Source: an optimization exercise on an open RTL-to-GDS flow (aim: small area and a short achievable clock period). Production flows keep margins and buffers that such runs may drop.
Only the layout flow was run in this run; the RTL was not checked for function there.
In this run the design's own scripts or RTL, not TritonCTS, make the clock network.
The flow treats the clock pin as an ideal source. Dropping or thinning the clock tree relies on that and would not hold on a real chip.
No activity file was given, so power comes from the tool's default toggle rates.

==> design.v <==
module sobel_filter #(
    parameter int IMG_WIDTH  = 128,
    parameter int IMG_HEIGHT = 128
) (
    input  logic       clk,
    input  logic       rst,
    input  logic [7:0] pixel_data,
    output logic [7:0] edge_pixel,
    output logic       edge_valid
);
    localparam int W    = IMG_WIDTH;
    localparam int FULL = 2 * IMG_WIDTH + 2;
    localparam int CW   = $clog2(FULL + 1);
    localparam int L    = 2 * W - 1;
    generate
        if (IMG_WIDTH < 8 || IMG_WIDTH > 1024 || IMG_HEIGHT < 1) begin : g_bad_param
            $error("sobel_filter: IMG_WIDTH must be 8..1024 and IMG_HEIGHT positive");
        end
    endgenerate
    logic [7:0] sr [L];
    always_ff @(posedge clk) begin
        sr[0] <= pixel_data;
        for (int k = 1; k < L; k++) sr[k] <= sr[k-1];
    end
    logic [7:0] m2_q, m0_q, t0_q, t1_q, t2_q;
    assign m2_q = sr[W - 4];
    assign m0_q = sr[W - 2];
    assign t2_q = sr[2*W - 4];
    assign t1_q = sr[2*W - 3];
    assign t0_q = sr[2*W - 2];
    function automatic logic [12:0] ks(input logic [11:0] a, input logic [11:0] b,
                                       input logic cin);
        logic [11:0] g, p, gn, pn;
        logic [11:0] x;
        x = a ^ b;
        g = a & b;
        p = x;
        g[0] = g[0] | (p[0] & cin);
        for (int s = 1; s < 12; s = s * 2) begin
            gn = g; pn = p;
            for (int i = s; i < 12; i++) begin
                gn[i] = g[i] | (p[i] & g[i-s]);
                pn[i] = p[i] & p[i-s];
            end
            g = gn; p = pn;
        end
        ks = {g[11], x ^ {g[10:0], cin}};
    endfunction
    function automatic logic [11:0] add12(input logic [11:0] a, input logic [11:0] b);
        logic [12:0] r;
        r = ks(a, b, 1'b0);
        add12 = r[11:0];
    endfunction
    function automatic logic [11:0] sub12(input logic [11:0] a, input logic [11:0] b);
        logic [12:0] r;
        r = ks(a, ~b, 1'b1);
        sub12 = r[11:0];
    endfunction
    function automatic logic uge12(input logic [11:0] a, input logic [11:0] b);
        logic [12:0] r;
        r = ks(a, ~b, 1'b1);
        uge12 = r[12];
    endfunction
    function automatic logic [11:0] zx(input logic [7:0] v);
        zx = {4'b0000, v};
    endfunction
    logic signed [9:0] q1_a;    
    logic        [8:0] q1_b;    
    logic        [8:0] q1_c;    
    logic signed [9:0] q1_e;    
    logic [11:0] q1_a_w, q1_b_w, q1_c_w, q1_e_w;
    always_comb begin
        q1_a_w = sub12(zx(m0_q), zx(m2_q));
        q1_b_w = add12(zx(t0_q), zx(t1_q));
        q1_c_w = add12(zx(t1_q), zx(t2_q));
        q1_e_w = sub12(zx(t0_q), zx(t2_q));
    end
    always_ff @(posedge clk) begin
        q1_a <= q1_a_w[9:0];
        q1_b <= q1_b_w[8:0];
        q1_c <= q1_c_w[8:0];
        q1_e <= q1_e_w[9:0];
    end
    logic        [9:0]  q2_tsum;   
    logic signed [10:0] q2_y;      
    logic signed [10:0] q2_r;      
    logic signed [10:0] q2_qn;     
    logic [11:0] q2_tsum_w, q2_y_w, q2_r_w, q2_qn_w;
    always_comb begin
        q2_tsum_w = add12({3'b000, q1_b}, {3'b000, q1_c});
        q2_y_w    = add12(12'(q1_e), {12'(q1_a)} << 1);
        q2_r_w    = sub12({3'b000, q1_c}, 12'(q1_a));
        q2_qn_w   = add12(12'(q1_a), {3'b000, q1_b});
    end
    always_ff @(posedge clk) begin
        q2_tsum <= q2_tsum_w[9:0];
        q2_y    <= q2_y_w[10:0];
        q2_r    <= q2_r_w[10:0];
        q2_qn   <= q2_qn_w[10:0];
    end
    logic [7:0] b0;
    assign b0 = sr[0];
    logic signed [10:0] p_x0;    
    logic signed [11:0] p_y;     
    logic signed [10:0] p_r;     
    logic signed [10:0] p_c1;    
    logic [11:0] p_x0_w, p_y_w, p_r_w;
    always_comb begin
        p_x0_w = sub12({2'b00, q2_tsum}, zx(b0));
        p_y_w  = add12(12'(q2_y), zx(b0));
        p_r_w  = sub12(12'(q2_r), zx(b0));
    end
    always_ff @(posedge clk) begin
        p_x0 <= p_x0_w[10:0];
        p_y  <= p_y_w;
        p_r  <= p_r_w[10:0];
        if (q2_qn < -11'sd129)     p_c1 <= -11'sd1;
        else if (q2_qn > 11'sd639) p_c1 <= 11'sd767;
        else                       p_c1 <= q2_qn + 11'sd128;
    end
    logic [7:0] b1;
    assign b1 = sr[0];
    logic signed [10:0] t_khi;           
    logic signed [11:0] t_k1;            
    logic        [8:0]  t_k2;            
    logic signed [10:0] t_d;             
    logic        [6:0]  t_nd;            
    logic [11:0] t_khi_w, t_k1_w, t_d_w, t_nd_w;
    always_comb begin
        t_khi_w = sub12(12'(p_c1), zx(b1));
        t_k1_w  = sub12(12'(p_x0), {3'b000, b1, 1'b0});
        t_d_w   = sub12(12'(p_r), zx(b1));
        t_nd_w  = sub12(zx(b1), 12'(p_r));
    end
    always_ff @(posedge clk) begin
        t_khi   <= t_khi_w[10:0];
        t_k1    <= t_k1_w;
        if (p_y < 12'sd0)        t_k2 <= 9'd0;
        else if (p_y > 12'sd256) t_k2 <= 9'd256;
        else                     t_k2 <= p_y[8:0];
        t_d     <= t_d_w[10:0];
        t_nd    <= t_nd_w[6:0];
    end
    logic [6:0] i_sp, i_sn, t_vpos, t_vneg;
    logic [11:0] i_sp_w, i_sn_w, t_vpos_w, t_vneg_w;
    always_comb begin
        i_sp_w   = sub12({5'b0, pixel_data[6:0]}, {5'b0, q2_qn[6:0]});       
        i_sn_w   = sub12({5'b0, q2_qn[6:0]}, {5'b0, pixel_data[6:0]});       
        t_vpos_w = add12({5'b0, pixel_data[6:0]}, {5'b0, i_sp});             
        t_vneg_w = sub12({5'b0, i_sn}, {5'b0, pixel_data[6:0]});             
    end
    always_ff @(posedge clk) begin
        i_sp   <= i_sp_w[6:0];      
        i_sn   <= i_sn_w[6:0];
        t_vpos <= t_vpos_w[6:0];    
        t_vneg <= t_vneg_w[6:0];
    end
    logic [CW-1:0] pix_cnt;
    logic          win_full;
    always_ff @(posedge clk or negedge rst) begin
        if (!rst) begin
            pix_cnt  <= '0;
            win_full <= 1'b0;
        end else begin
            if (pix_cnt != CW'(FULL)) begin
                pix_cnt <= pix_cnt + 1'b1;
            end
            win_full <= (pix_cnt == CW'(FULL));
        end
    end
    logic [7:0] p;
    assign p = sr[0];
    function automatic logic ge10(input logic [7:0] v, input logic signed [10:0] k);
        ge10 = k[10] || (k[9:8] == 2'b00 && uge12(zx(v), zx(k[7:0])));
    endfunction
    function automatic logic ge11(input logic [7:0] v, input logic signed [11:0] k);
        ge11 = k[11] || (k[10:8] == 3'b000 && uge12(zx(v), zx(k[7:0])));
    endfunction
    logic       sat, ge1, ge2, big, dflag;
    logic [6:0] m7, dl;
    always_comb begin
        dflag = (!t_d[10] && t_d[9:7] != 3'b000)
             || (t_d[10] && (t_d[9:7] != 3'b111 || t_d[6:0] == 7'd0));
        dl    = t_d[10] ? t_nd : t_d[6:0];                   
        sat  = dflag || ge10(p, t_khi) || (t_khi[10:9] == 2'b01)
            || (t_khi[10:8] == 3'b001 && uge12(zx(t_khi[7:0]), zx(p)));
        ge1  = ge11(p, t_k1);
        ge2  = uge12(zx(p), {3'b000, t_k2});
        big  = (ge1 == ge2);
        m7   = big ? (ge1 ? t_vpos : t_vneg) : dl;
    end
    always_ff @(posedge clk or negedge rst) begin
        if (!rst) begin
            edge_pixel <= '0;
            edge_valid <= 1'b0;
        end else begin
            edge_valid <= win_full;
            edge_pixel <= win_full ? (sat ? 8'hFF : {m7, 1'b0}) : 8'h00;
        end
    end
endmodule
==> flow/run.sh <==
#!/bin/bash
# The standard layout, with the clock tree built by flow/cts_hook.tcl.
set -euo pipefail
export PRE_CTS_TCL="$PWD/flow/cts_hook.tcl"
bash standard.sh finish > make_finish.log 2>&1
==> flow/cts_hook.tcl <==
# Run by ORFS's CTS step (PRE_CTS_TCL) with the placed design loaded: build a
# two-level clock tree (clock port -> 4 root buffers -> 28 leaf buffers each -> flops)
# instead of TritonCTS's three-level H-tree, then let the rest of the CTS step
# (legalisation, setup and hold repair) run as usual.
source [file join [file dirname [info script]] mytree.tcl]
mt_build clk sky130_fd_sc_hd__clkbuf_16 4 28
set_propagated_clock [all_clocks]
rename clock_tree_synthesis {}
proc clock_tree_synthesis {args} { puts "cts_hook: clock tree already built" }
==> flow/mytree.tcl <==
# Two-level clock tree: the clock port drives nroot root buffers, one per region
# of the flip-flops; each drives nleaf leaf buffers in its region; each leaf
# buffer drives a compact group of flip-flops found by recursive bisection.
proc mt_center {it} {
  set b [[$it getInst] getBBox]
  return [list [expr {([$b xMin] + [$b xMax]) / 2}] [expr {([$b yMin] + [$b yMax]) / 2}]]
}
# split a list of {x y iterm} into k groups of near equal size by recursive
# cuts across the longer side
proc mt_bisect {items k} {
  if {$k <= 1 || [llength $items] < 2} { return [list $items] }
  set xs [lmap i $items {lindex $i 0}]; set ys [lmap i $items {lindex $i 1}]
  set wx [expr {[tcl::mathfunc::max {*}$xs] - [tcl::mathfunc::min {*}$xs]}]
  set wy [expr {[tcl::mathfunc::max {*}$ys] - [tcl::mathfunc::min {*}$ys]}]
  set idx [expr {$wx >= $wy ? 0 : 1}]
  set s [lsort -integer -index $idx $items]
  set k1 [expr {$k / 2}]
  set h [expr {([llength $s] * $k1) / $k}]
  return [concat [mt_bisect [lrange $s 0 [expr {$h - 1}]] $k1] \
                 [mt_bisect [lrange $s $h end] [expr {$k - $k1}]]]
}
proc mt_centroid {items} {
  set sx 0; set sy 0
  foreach i $items { set sx [expr {$sx + [lindex $i 0]}]; set sy [expr {$sy + [lindex $i 1]}] }
  set n [llength $items]
  return [list [expr {$sx / $n}] [expr {$sy / $n}]]
}
proc mt_build {clkname bufname nroot nleaf} {
  set block [ord::get_db_block]
  set db [ord::get_db]
  set master [$db findMaster $bufname]
  set clknet [$block findNet $clkname]
  set items {}
  foreach it [$clknet getITerms] {
    lappend items [concat [mt_center $it] [list $it]]
  }
  puts "mytree: [llength $items] sinks"
  set quads [mt_bisect $items $nroot]
  set qi 0
  foreach q $quads {
    set rnet [odb::dbNet_create $block "clknet_r$qi"]
    $rnet setSigType CLOCK
    set rinst [odb::dbInst_create $block $master "clkbuf_r$qi"]
    [$rinst findITerm A] connect $clknet
    [$rinst findITerm X] connect $rnet
    set leaves [mt_bisect $q $nleaf]
    set li 0
    set lc {}
    foreach l $leaves {
      set lnet [odb::dbNet_create $block "clknet_r${qi}_l$li"]
      $lnet setSigType CLOCK
      set linst [odb::dbInst_create $block $master "clkbuf_r${qi}_l$li"]
      [$linst findITerm A] connect $rnet
      [$linst findITerm X] connect $lnet
      foreach i $l {
        set it [lindex $i 2]
        $it disconnect
        $it connect $lnet
      }
      set c [mt_centroid $l]
      lappend lc [list {*}$c x]
      $linst setLocation [expr {int([lindex $c 0]) - [$master getWidth] / 2}] [expr {int([lindex $c 1])}]
      $linst setPlacementStatus PLACED
      incr li
    }
    set c [mt_centroid $lc]
    $rinst setLocation [expr {int([lindex $c 0]) - [$master getWidth] / 2}] [expr {int([lindex $c 1])}]
    $rinst setPlacementStatus PLACED
    puts "mytree: root $qi with [llength $leaves] leaves, [llength $q] sinks"
    incr qi
  }
}
==> standard.sh <==
#!/bin/bash
# synth_recipe.tcl (not shown) runs the flow's synth.tcl, then flattens the netlist and writes it again
# the make line also repeats each setting of config.mk as NAME=value (left out here)
make -C /OpenROAD-flow-scripts/flow DESIGN_CONFIG=/design/flow/config.mk WORK_HOME=/design/flow/orfs CLKGATE_MAP_FILE= SYNTH_SCRIPT=/design/flow/synth_recipe.tcl "${@:-finish}"
==> config.mk <==
export PLATFORM = sky130hd
export DESIGN_NAME = sobel_filter
export DESIGN_NICKNAME = sobel_filter
export VERILOG_FILES = /design/flow/design.v
export SDC_FILE = /design/flow/constraint.sdc
export NUM_CORES = 4
export LEC_CHECK = 0
export ABC_CLOCK_PERIOD_IN_PS = 2000
export CAP_MARGIN = 20
export CORE_MARGIN = 2
export CORE_UTILIZATION = 70
export SETUP_SLACK_MARGIN = 3.6
export SLEW_MARGIN = 20
==> constraint.sdc <==
create_clock -name core_clock -period 5.8 [get_ports {clk}]
set_input_delay 1.1600 -clock core_clock [delete_from_list [all_inputs] [get_ports {clk}]]
set_output_delay 1.1600 -clock core_clock [all_outputs]
set_load 0.01 [all_outputs]
==> out/qor.txt <==
EDFF count, synth -> 0
Setup crit end -> p_y[10]
Distinct cells, synth -> 53
Average cell area after synthesis -> 16.2 sq um
1st-pass router iterations -> 5
Buffers on Ports -> 18
Seq cells post-synth -> 2260
Seq/Total Area, Yosys -> 86.0%
Final Critical Period -> 2.38 ns
Worst r2r path cells -> 12
I/O pin count -> 19
Max Clock Skew -> 0.0850 ns
Top cells by area, synth -> dfxtp_1 85%, ha_1 4.3%, xnor2_1 1.4%, inv_1 1.2%, dfrtp_1 0.90%
CP Cell Sequence -> buf_12 -> buf_6 -> ha_4 -> inv_4 -> fa_2 -> nor2b_2 -> o21ai_2 -> a21boi_2 -> o21ai_2 -> a21oi_2 -> nand3_2 -> xnor2_1
Synth top area share -> 85.1%
Total die area -> 77500 sq um
Routed Antenna Nets -> 0
Synth area leader -> dfxtp_1
Die W -> 278 um
Total Power -> 24500 uW
DR iter-0 viols -> 1471
Setup WS pre-CTS -> 2.38 ns
Placed Instance Area -> 54200 sq um
Worst hold path class -> reg -> reg
GR peak layer -> met2
Syn_nets -> 3469
Final setup vio count -> 0
Detailed placement HPWL -> 43.7 mm
Worst EP arrival -> 2.89 ns
Setup TNS -> 0 ns
Critical path origin -> sr[0][0]
P&R area growth vs syn -> 10.9%
Crit path max fanout -> 4
WL/cell -> 23.1 um
Reg-to-reg startpoint -> sr[0][0]
Required @ worst endpoint -> 6.31 ns
Setup crit start kind -> flop
Worst setup EP type -> flop
Largest net degree at the start of global routing -> 29
Core footprint -> 74400 sq um
Ys async rst share -> 0.841%
Reg clk slew, reported paths -> 0.10 ns
Fmax -> 419 MHz
RSZ-0062 raised after global routing -> yes
Reg2reg setup slack -> 3.42 ns
Share of layout cells above drive strength 1 -> 11.5%
Initial Utilization -> 70.8%
Crit share post-route -> 41.1%
Vias -> 22400
Met3 global-route usage -> 3.18%
Slew HR -> 47.0%
GRT Util Overall -> 26.0%
VDD IR max -> 0.486 mV
CP peak stage delay -> 0.42 ns
Site Rows -> 100
First-pass GRT wire length -> 153 mm
Hold Crit Depth -> 0
Leak pwr -> 0.0243 uW
Die height -> 278 um
Crit-path slowest cell -> dfxtp_4
Clock Latency Late Sink -> 0.64 ns
Pwr/cell area -> 420 nW/um^2
Initial antenna violation count -> 6
Reg2reg end -> p_y[10]
Syn. warnings -> 2
WHS -> 0.258 ns
Final RePlAce weighted congestion -> 0.804
Status -> finished clean
Post-Syn Area -> 52700 sq um
Top cell by count, worst path -> o21ai_2
Final WS setup -> 3.42 ns
Vias per cell -> 5.06
Slew Limit Fails -> 0
Gate Count Post-Synth -> 3260
Final hold vios -> 0
Number of global-route vias before repair -> 24700
Top FF cell, synth -> dfxtp_1
Drc violations -> 0
NumNets Final -> 3674
Hold Path Origin -> sr[237][2]
Crit Path Category -> reg -> reg
Total length of routed wires -> 102 mm
Finished Cell Area -> 58400 sq um
GR Layer Usage met2 -> 45.1%
Max-Cap Viols -> 0
Worst Max-Slew Pin Slew -> 0.793 ns
Grt ovf -> 0
Met1 Use GR -> 34.0%
## critical path: cells and delay by family, from the launching register on
kind / cells / cell delay (ns)
buf+inv: 3 / 0.27
compound gates: 4 / 0.61
xor+xnor: 1 / 0.14
simple gates: 2 / 0.27
fa+ha+maj: 2 / 0.55
flops: 1 / 0.42
## registers in the layout, summed over array words and instances (netlist names), 6 cells and up
signal      count
t_k2            9
q2_y           11
i_sn            7
q2_qn          11
p_y            12
t_nd            7
q2_r           11
t_k1           12
pix_cnt         9
t_khi          11
t_vpos          6
q1_b            9
t_vneg          7
sr           2040
p_c1           11
q1_a           10
p_r            11
p_x0           11
q1_c            9
q2_tsum        10
t_d            10
q1_e           10
edge_pixel      8
i_sp            6
## routing by layer
metal  routed length, um  part of all wire [%]
met5                  13                 0.013
met4                4350                   4.2
met3                3980                   3.9
met2               50800                    50
met1               43100                    42
## cell families (layout without fill, tap and decap cells)
| group | Yosys count | in the layout | share of synthesized area, % |
|---|---|---|---|
| fa+ha+maj | 199 | 199 | 4.98 |
| buf+inv | 179 | 382 | 1.29 |
| flops | 2260 | 2260 | 86.0 |
| mux | 25 | 25 | 0.494 |
| compound gates | 247 | 247 | 3.00 |
| simple gates | 225 | 225 | 2.12 |
| xor+xnor | 125 | 125 | 2.08 |
| other cells | 0 | 3 | 0 |
## power by group
| group | switching (uW) | internal, uW |
|---|---|---|
| clock | 4740 | 3500 |
| combinational | 242 | 223 |
| sequential | 103 | 15700 |
| total | 5080 | 19500 |
## how the worst min path moves through the flow
stage                            end  slack, ns
after floorplan              q2_y[0]       0.31
after global placement     sr[71][1]       0.31
after detailed placement  sr[135][7]       0.31
after CTS                 sr[241][3]       0.29
after global routing      sr[217][1]       0.28
final                     sr[238][2]       0.26
## synthesized netlist by cell type, types with 3 or more instances
cell,instances
o21ai_0,62
inv_1,171
o21a_1,17
xor2_1,39
xnor2_1,86
fa_1,18
clkbuf_1,5
o21bai_1,13
nor3_1,26
o31ai_1,5
nand2b_1,15
nand4_1,4
mux2_2,7
nor2_1,55
a211oi_1,7
mux2i_1,17
ha_1,181
or2_2,5
a21boi_0,19
nand2_1,43
a21oi_1,69
nor4_1,5
nor2b_1,34
dfxtp_1,2241
a31oi_1,3
and2_1,10
nand3_1,18
dfrtp_1,19
a21o_1,30
or3_1,4
## through the flow
stage / utilization [%] / std cells
finish: 78.5 / 4435
global placement: 72.7 / 4239
CTS: 77.7 / 4408
global route: 78.5 / 4432
floorplan: - / 3260
detailed placement: 72.7 / 4239
## cell type report
class / instances / area (sq um)
antenna: 3 / 7.51
buffer: 116 / 2900
fill: 3565 / 16000
inverter: 171 / 679
multi-input combinational: 821 / 7490
sequential: 2260 / 45400
tap: 969 / 1210
timing repair buffer: 95 / 772
## cells in the final DEF (no fill, tap or decap), types with 39 or more instances in the layout
master / n
dfxtp_1: 2223
xnor2_1: 85
a21oi_1: 41
buf_4: 66
inv_1: 157
nand2_1: 43
xor2_1: 39
ha_1: 150
nor2_1: 55
clkbuf_16: 116
## timing repair
item                                   CTS  global route
endpoints found under the hold margin    0             0
setup endpoints to repair              111            87
hold buffers                             0             0
resized for setup                      185           123
buffers inserted                        52            24
gates cloned                             1             0
pin swaps                               36            75

[re-timing with driven ports]
No port has a modelled driver above. Below, the same layout with a new extraction and two added sets of constraints.
Step 1: set_driving_cell puts a clkbuf_16 on clk and a buf_2 on each other input, an assumption about the parent block.
Step 2 also shifts input and output timing later by t, the mid clock arrival at the registers, as if the neighbouring blocks saw the same clock.
Slacks: ideal ports / drivers / drivers and shift; pairs: ideal ports / drivers.
shift t [ns]: 0.733
setup WS [ns]: 3.416 / 3.346 / 3.079
worst setup path at the end: input to register
worst slew at a driven data input, ns: 0.05
pins driven straight from the clock port: 4
After both steps setup and hold are still met in this run. The setup slack of this run moves by -0.070 ns with the drivers and by -0.337 ns with both steps.
